From an optimization exercise on the open Yosys and OpenROAD flow, aimed at small area; shortcuts taken in it are not production practice. In this exercise RTL edits were held to simulation tests only and were not proved equivalent to the original. No driver is modelled on the clock port, so clocking that relies on it looks cheaper here than on a real chip. Power figures rest on the tool's default switching activity, not on a simulated workload.

## snake_game_top
module snake_game_top (
    input  logic       Clk_Snake,
    input  logic       reset,
    input  logic [9:0] sx,
    input  logic [9:0] sy,
    input  logic [2:0] dir,
    output logic       head_draw,
    output logic       snake_draw,
    output logic       collide,
    output logic       food_draw,
    output logic [7:0] food_count
);
clock: 7.0 ns
lec_check: 0
cap_margin: 0
core_margin: 2
core_utilization: 40
slew_margin: 0
standard.sh (not shown) runs the stock make flow with config.mk's settings and CLKGATE_MAP_FILE= SYNTH_SCRIPT=/design/flow/synth_recipe.tcl, a recipe that flattens the netlist after the stock synthesis.
==> flow/flow/run.sh <==
#!/bin/bash
# Layout with the standard flow, changed in a few places:
#  - port buffers are sky130_fd_sc_hd__buf_2 (the default picks a larger cell),
#  - clock tree synthesis arguments are set here (no dummy loads), and after
#    it flow/post_cts.tcl makes clock buffers smaller where the slew allows,
#  - synthesis leaves adders to abc (no extract_fa / adder techmap), and its
#    abc mapping runs the area script flow/abc_area.abc (see flow/synth_area.tcl).
# The make run writes its full output to make_finish.log in the work folder.
set -euo pipefail
bash standard.sh \
    "BUFFER_PORTS_ARGS=-buffer_cell sky130_fd_sc_hd__buf_2" \
    "CTS_ARGS=-sink_clustering_enable -repair_clock_nets -dont_use_dummy_load -buf_list sky130_fd_sc_hd__clkbuf_8" \
    "ADDER_MAP_FILE=" \
    "SYNTH_SCRIPT=$PWD/flow/synth_area.tcl" \
    "POST_CTS_TCL=$PWD/flow/post_cts.tcl" \
    finish > make_finish.log 2>&1
==> flow/flow/post_cts.tcl <==
proc my_max_clk_pin_slew {} {
    set mx 0
    foreach pin [get_pins -hierarchical */CLK] {
        set s [get_property $pin slew_max]
        if { $s > $mx } { set mx $s }
    }
    return $mx
}
estimate_parasitics -placement
puts "post_cts: largest clock pin slew before [my_max_clk_pin_slew]"
set my_downsized 0
foreach inst [[ord::get_db_block] getInsts] {
    if { [[$inst getMaster] getName] ne "sky130_fd_sc_hd__clkbuf_8" } { continue }
    set name [$inst getName]
    replace_cell $name sky130_fd_sc_hd__clkbuf_4
    estimate_parasitics -placement
    if { [my_max_clk_pin_slew] > 0.110 } {
        replace_cell $name sky130_fd_sc_hd__clkbuf_8
        estimate_parasitics -placement
    } else {
        incr my_downsized
    }
}
detailed_placement
check_placement -verbose
estimate_parasitics -placement
puts "post_cts: $my_downsized clock buffers now clkbuf_4; largest clock pin slew [my_max_clk_pin_slew]"
Other scripts of this flow, unchanged in this note and not shown: flow/flow/abc_area.abc, flow/flow/synth_area.tcl
Edit:
--- a/flow/flow/run.sh
+++ b/flow/flow/run.sh
@@ -4,2 +4 @@
-#  - clock tree synthesis arguments are set here (no dummy loads), and after
-#    it flow/post_cts.tcl makes clock buffers smaller where the slew allows,
+#  - clock tree synthesis arguments are set here (no dummy loads),
@@ -15 +13,0 @@
-    "POST_CTS_TCL=$PWD/flow/post_cts.tcl" \
removed: flow/flow/post_cts.tcl
Effect: Utilization rises by 0.27 points; power came out higher by about 2.3%; sequential power hardly moves; die area is unchanged; wire length barely changes; sequential cell count is unchanged; non-clock buffer count stays the same; sequential share of layout area went down by 0.31 points; worst setup slack is worse by 0.090 ns; global-route usage barely changes.
Edit:
- CAP_MARGIN: 0 -> 20
- SLEW_MARGIN: 0 -> 20
Routed wire length stays flat.
Sequential cell count stays the same.
First-iteration DRC count goes down by 3.2%.
Critical path depth does not change.
Die area is unchanged.
Utilization is about the same.

* * *

build 88:
Another version of the RTL of snake_game_top (not shown whole).
Size in the first run: roughly 710 cells after synthesis, ~37 I/O pins.
export LEC_CHECK = 0
export CAP_MARGIN = 20
export CORE_MARGIN = 2
export CORE_UTILIZATION = 40
export SLEW_MARGIN = 20
create_clock -name core_clock -period 7.0 [get_ports {Clk_Snake}]
==> flow/flow/run.sh <==
#!/bin/bash
# Layout with the standard flow, changed in a few places:
#  - port buffers are sky130_fd_sc_hd__buf_2 (the default picks a larger cell),
#  - clock tree synthesis arguments are set here (no dummy loads), and after
#    it flow/post_cts.tcl makes clock buffers smaller where the slew allows,
#  - buffers that timing-driven global placement adds are removed again
#    (flow/post_gpl.tcl); the resize step still repairs slew and load,
#  - synthesis leaves adders to abc (no extract_fa / adder techmap), and its
#    abc mapping runs the area script flow/abc_area.abc (see flow/synth_area.tcl).
# The make run writes its full output to make_finish.log in the work folder.
set -euo pipefail
bash standard.sh \
    "BUFFER_PORTS_ARGS=-buffer_cell sky130_fd_sc_hd__buf_2" \
    "CTS_ARGS=-sink_clustering_enable -repair_clock_nets -dont_use_dummy_load -buf_list sky130_fd_sc_hd__clkbuf_8" \
    "ADDER_MAP_FILE=" \
    "SYNTH_SCRIPT=$PWD/flow/synth_area.tcl" \
    "POST_CTS_TCL=$PWD/flow/post_cts.tcl" \
    "POST_GLOBAL_PLACE_TCL=$PWD/flow/post_gpl.tcl" \
    finish > make_finish.log 2>&1
==> flow/flow/post_gpl.tcl <==
# Run by ORFS at the end of its global placement step (POST_GLOBAL_PLACE_TCL).
# Timing-driven global placement buffers some high-fanout nets for timing
# (instances named place*); the design has ample slack, so those buffers are
# removed again here. The resize step that follows still repairs any slew,
# capacitance or fanout violation.
set my_bufs {}
foreach inst [[ord::get_db_block] getInsts] {
    if { [string match "place*" [$inst getName]]
         && [string match "sky130_fd_sc_hd__buf_*" [[$inst getMaster] getName]] } {
        lappend my_bufs [$inst getName]
    }
}
puts "post_gpl: removing [llength $my_bufs] placement buffers"
if { [llength $my_bufs] > 0 } {
    remove_buffers [get_cells $my_bufs]
}
Other scripts of this flow, unchanged in this note and not shown: flow/flow/abc_area.abc, flow/flow/post_cts.tcl, flow/flow/synth_area.tcl
Build 88: all stages complete, timing, DRC and antenna checks passed
For build 37, these inputs were changed with respect to build 88:
--- a/flow/flow/run.sh
+++ b/flow/flow/run.sh
@@ -4,6 +4,4 @@
 #  - clock tree synthesis arguments are set here (no dummy loads), and after
 #    it flow/post_cts.tcl makes clock buffers smaller where the slew allows,
-#  - buffers that timing-driven global placement adds are removed again
-#    (flow/post_gpl.tcl); the resize step still repairs slew and load,
 #  - synthesis leaves adders to abc (no extract_fa / adder techmap), and its
 #    abc mapping runs the area script flow/abc_area.abc (see flow/synth_area.tcl).
@@ -16,4 +14,3 @@
     "SYNTH_SCRIPT=$PWD/flow/synth_area.tcl" \
     "POST_CTS_TCL=$PWD/flow/post_cts.tcl" \
-    "POST_GLOBAL_PLACE_TCL=$PWD/flow/post_gpl.tcl" \
     finish > make_finish.log 2>&1
removed: flow/flow/post_gpl.tcl
In the reports for build 88 and build 37, the smaller area share of buffers outside the clock network belongs to build 88. Minimum clock period up 24 ps in build 37 wrt build 88. As of build 37, sequential-cell power consumption had fallen by a few percent compared to build 88. Build 37 vs build 88 — post-detailed-route via-to-cell ratio dropped about 0.4%. Compared with build 88, build 37 shows reported clock group power that has gone up by a few percent. Against build 88, sum of met2 wire segment lengths after detailed routing in build 37 fell slightly. From build 88 to build 37 the numbers moved as follows: post-route cell area picked up an extra 230 um2; part of the power in combinational logic picked up an extra 2.6 points. The hold slack reported for build 37 is greater than that of build 88 by 4.7 ps. Build 88 reports its uppermost layer routed as met5 while build 37 reports met4. Final routed wire length divided by cell count: build 88 and build 37 compared, higher one is build 88.
Relative to build 37, the following input files were edited for build 14:
--- a/flow/flow/run.sh
+++ b/flow/flow/run.sh
@@ -4,4 +4,6 @@
 #  - clock tree synthesis arguments are set here (no dummy loads), and after
 #    it flow/post_cts.tcl makes clock buffers smaller where the slew allows,
+#  - buffers that timing-driven global placement adds are removed again
+#    (flow/post_gpl.tcl); the resize step still repairs slew and load,
 #  - synthesis leaves adders to abc (no extract_fa / adder techmap), and its
 #    abc mapping runs the area script flow/abc_area.abc (see flow/synth_area.tcl).
@@ -14,3 +16,4 @@
     "SYNTH_SCRIPT=$PWD/flow/synth_area.tcl" \
     "POST_CTS_TCL=$PWD/flow/post_cts.tcl" \
+    "POST_GLOBAL_PLACE_TCL=$PWD/flow/post_gpl.tcl" \
     finish > make_finish.log 2>&1
==> flow/flow/post_gpl.tcl (new file) <==
# Run by ORFS at the end of its global placement step (POST_GLOBAL_PLACE_TCL).
# Timing-driven global placement buffers some high-fanout nets for timing
# (instances named place*); the design has ample slack, so those buffers are
# taken out again here: each one's loads move back to the net that drives
# it. Port buffers and all other cells stay. The resize step that follows
# still repairs any slew, capacitance or fanout violation.
set my_removed 0
foreach inst [[ord::get_db_block] getInsts] {
    if { ![string match "place*" [$inst getName]] } { continue }
    if { ![string match "sky130_fd_sc_hd__buf_*" [[$inst getMaster] getName]] } { continue }
    set in_net [[$inst findITerm A] getNet]
    set out_net [[$inst findITerm X] getNet]
    if { $in_net eq "NULL" || $out_net eq "NULL" } { continue }
    if { [llength [$out_net getBTerms]] > 0 } { continue }
    foreach it [$out_net getITerms] {
        if { [$it getInst] eq $inst } { continue }
        $it disconnect
        $it connect $in_net
    }
    [$inst findITerm A] disconnect
    [$inst findITerm X] disconnect
    odb::dbInst_destroy $inst
    odb::dbNet_destroy $out_net
    incr my_removed
}
puts "post_gpl: removed $my_removed placement buffers"
[summary]
- Summary of the comparison: leakage power figure is lower in build 14, relative to build 37.
- From build 37 to build 14 the numbers moved as follows: pin count of the biggest net entering global routing higher, synthesis-to-finish area growth lower, combinational group share of total power lower.
- Compared with build 37, build 14 shows a higher length of routed met3 wiring.
- Switching component of the power up 0.79% in build 14 wrt build 37
- Share of final layout cell area taken by clock buffers and inverters essentially unchanged between build 37 and build 14.
- Total wire length after detailed routing, build 14 vs build 37: up slightly
- Build 37 -> build 14: placement-stage cell area flat
- Build 37 consumes more power than build 14.
- Lower utilization after layout goes to build 14 over build 37.

* * *

snake_game_top, a different RTL version from the one above (not shown whole).
For scale: roughly 820 cells after synthesis, ~170 flip-flops.
==> flow/config.mk <==
export PLATFORM = sky130hd
export DESIGN_NAME = snake_game_top
export DESIGN_NICKNAME = snake_game_top
export VERILOG_FILES = /design/flow/design.v
export SDC_FILE = /design/flow/constraint.sdc
export NUM_CORES = 4
export LEC_CHECK = 0
export CAP_MARGIN = 0
export CORE_MARGIN = 2
export CORE_UTILIZATION = 40
export SLEW_MARGIN = 0
==> flow/constraint.sdc <==
create_clock -name core_clock -period 7.0 [get_ports {Clk_Snake}]
set_input_delay 1.4000 -clock core_clock [delete_from_list [all_inputs] [get_ports {Clk_Snake}]]
set_output_delay 1.4000 -clock core_clock [all_outputs]
set_load 0.01 [all_outputs]
==> flow/flow/run.sh <==
#!/bin/bash
# Layout with the standard flow, changed in a few places:
#  - port buffers are sky130_fd_sc_hd__buf_1 (the default picks a larger cell),
#  - clock tree synthesis arguments are set here (no dummy loads),
#  - synthesis leaves adders to abc (no extract_fa / adder techmap).
# The make run writes its full output to make_finish.log in the work folder.
set -euo pipefail
bash standard.sh \
    "BUFFER_PORTS_ARGS=-buffer_cell sky130_fd_sc_hd__buf_1" \
    "CTS_ARGS=-sink_clustering_enable -repair_clock_nets -dont_use_dummy_load -buf_list sky130_fd_sc_hd__clkbuf_8 -sink_clustering_size 25 -sink_clustering_max_diameter 100" \
    "ADDER_MAP_FILE=" \
    finish > make_finish.log 2>&1
Edit:
==> flow/run.sh (new file) <==
#!/bin/bash
# synth_recipe.tcl (not shown) runs the flow's synth.tcl, then flattens the netlist and writes it again
# the make line also repeats each setting of config.mk as NAME=value (left out here)
make -C /OpenROAD-flow-scripts/flow DESIGN_CONFIG=/design/flow/config.mk WORK_HOME=/design/flow/orfs CLKGATE_MAP_FILE= SYNTH_SCRIPT=/design/flow/synth_recipe.tcl finish
--- a/flow/config.mk
+++ b/flow/config.mk
@@ -10,0 +11 @@
+export CTS_BUF_LIST = sky130_fd_sc_hd__clkbuf_8
removed: flow/flow/run.sh
removed: flow/standard.sh
Outcome:
- clock-buffer cell count does not change
- global-route usage drops by 0.14 points
- total power grows by about 12%
- cell count rises by 6.9%
- critical path depth stays the same
- synthesized cell count grows by 6.0%
Edit:
==> flow/flow/run.sh (new file) <==
#!/bin/bash
# Layout with the standard flow, changed in three places:
#  - port buffers are sky130_fd_sc_hd__buf_1 (the default picks a larger cell),
#  - clock tree synthesis inserts no dummy loads,
#  - synthesis leaves adders to abc (no extract_fa / adder techmap).
# Each make run writes its full output to a log file in the work folder.
set -euo pipefail
bash standard.sh \
    "BUFFER_PORTS_ARGS=-buffer_cell sky130_fd_sc_hd__buf_1" \
    "CTS_ARGS=-sink_clustering_enable -repair_clock_nets -dont_use_dummy_load -buf_list sky130_fd_sc_hd__clkbuf_8" \
    "ADDER_MAP_FILE=" \
    finish > make_finish.log 2>&1
==> flow/standard.sh (new file) <==
#!/bin/bash
# synth_recipe.tcl (not shown) runs the flow's synth.tcl, then flattens the netlist and writes it again
# the make line also repeats each setting of config.mk as NAME=value (left out here)
make -C /OpenROAD-flow-scripts/flow DESIGN_CONFIG=/design/flow/config.mk WORK_HOME=/design/flow/orfs CLKGATE_MAP_FILE= SYNTH_SCRIPT=/design/flow/synth_recipe.tcl "${@:-finish}"
removed: flow/run.sh
=>
- register-to-register slack got worse by 0.47 ns
- fmax came out higher by about a fifth
- synthesized area came out lower by a few percent
- final area came out lower by a little under a tenth
- setup slack improved by 0.82 ns
- final cell count came out lower by a few percent
- routed wire length came out lower by a few percent

## separate check: timing with driven ports
How much do the figures lean on ideal ports? The routed layouts below were timed once more, with nothing changed but the port constraints.
Step 1: set_driving_cell puts a clkbuf_16 on Clk_Snake and a buf_2 on each other input, an assumption about the parent block.
Step 2 moves the port delays by t, midway between the first and last clock arrival at a register: inputs arrive t later, outputs are due t later. That takes back most of the time a late clock gives input paths.
Three values: no drivers, after step 1, after step 2; two values: the first two.
| run | t, ns | setup WS [ns] | hold WS [ns] | worst setup path after step 2 |
|---|---|---|---|---|
| the first run of note 1 | 0.491 | 1.715 / 1.673 / 1.716 | 0.464 / 0.464 / 0.464 | input to output |
| the second run of note 1 | 0.502 | 1.625 / 1.583 / 1.719 | 0.435 / 0.435 / 0.435 | input to output |
| the third run of note 1 | 0.506 | 1.704 / 1.662 / 1.705 | 0.435 / 0.435 / 0.435 | input to output |
| build 88 | 0.480 | 1.548 / 1.509 / 1.744 | 0.467 / 0.467 / 0.467 | input to output |
| build 37 | 0.638 | 1.524 / 1.503 / 1.503 | 0.472 / 0.472 / 0.472 | input to output |
| build 14 | 0.637 | 1.150 / 1.111 / 1.584 | 0.480 / 0.480 / 0.480 | input to output |
| the first run of note 3 | 0.496 | 1.876 / 1.852 / 1.852 | 0.473 / 0.473 / 0.473 | input to output |
| the second run of note 3 | 0.534 | 1.052 / 1.029 / 1.029 | 0.493 / 0.493 / 0.493 | input to output |
| the third run of note 3 | 0.496 | 1.876 / 1.852 / 1.852 | 0.473 / 0.473 / 0.473 | input to output |
After both steps every run listed still meets setup and hold.
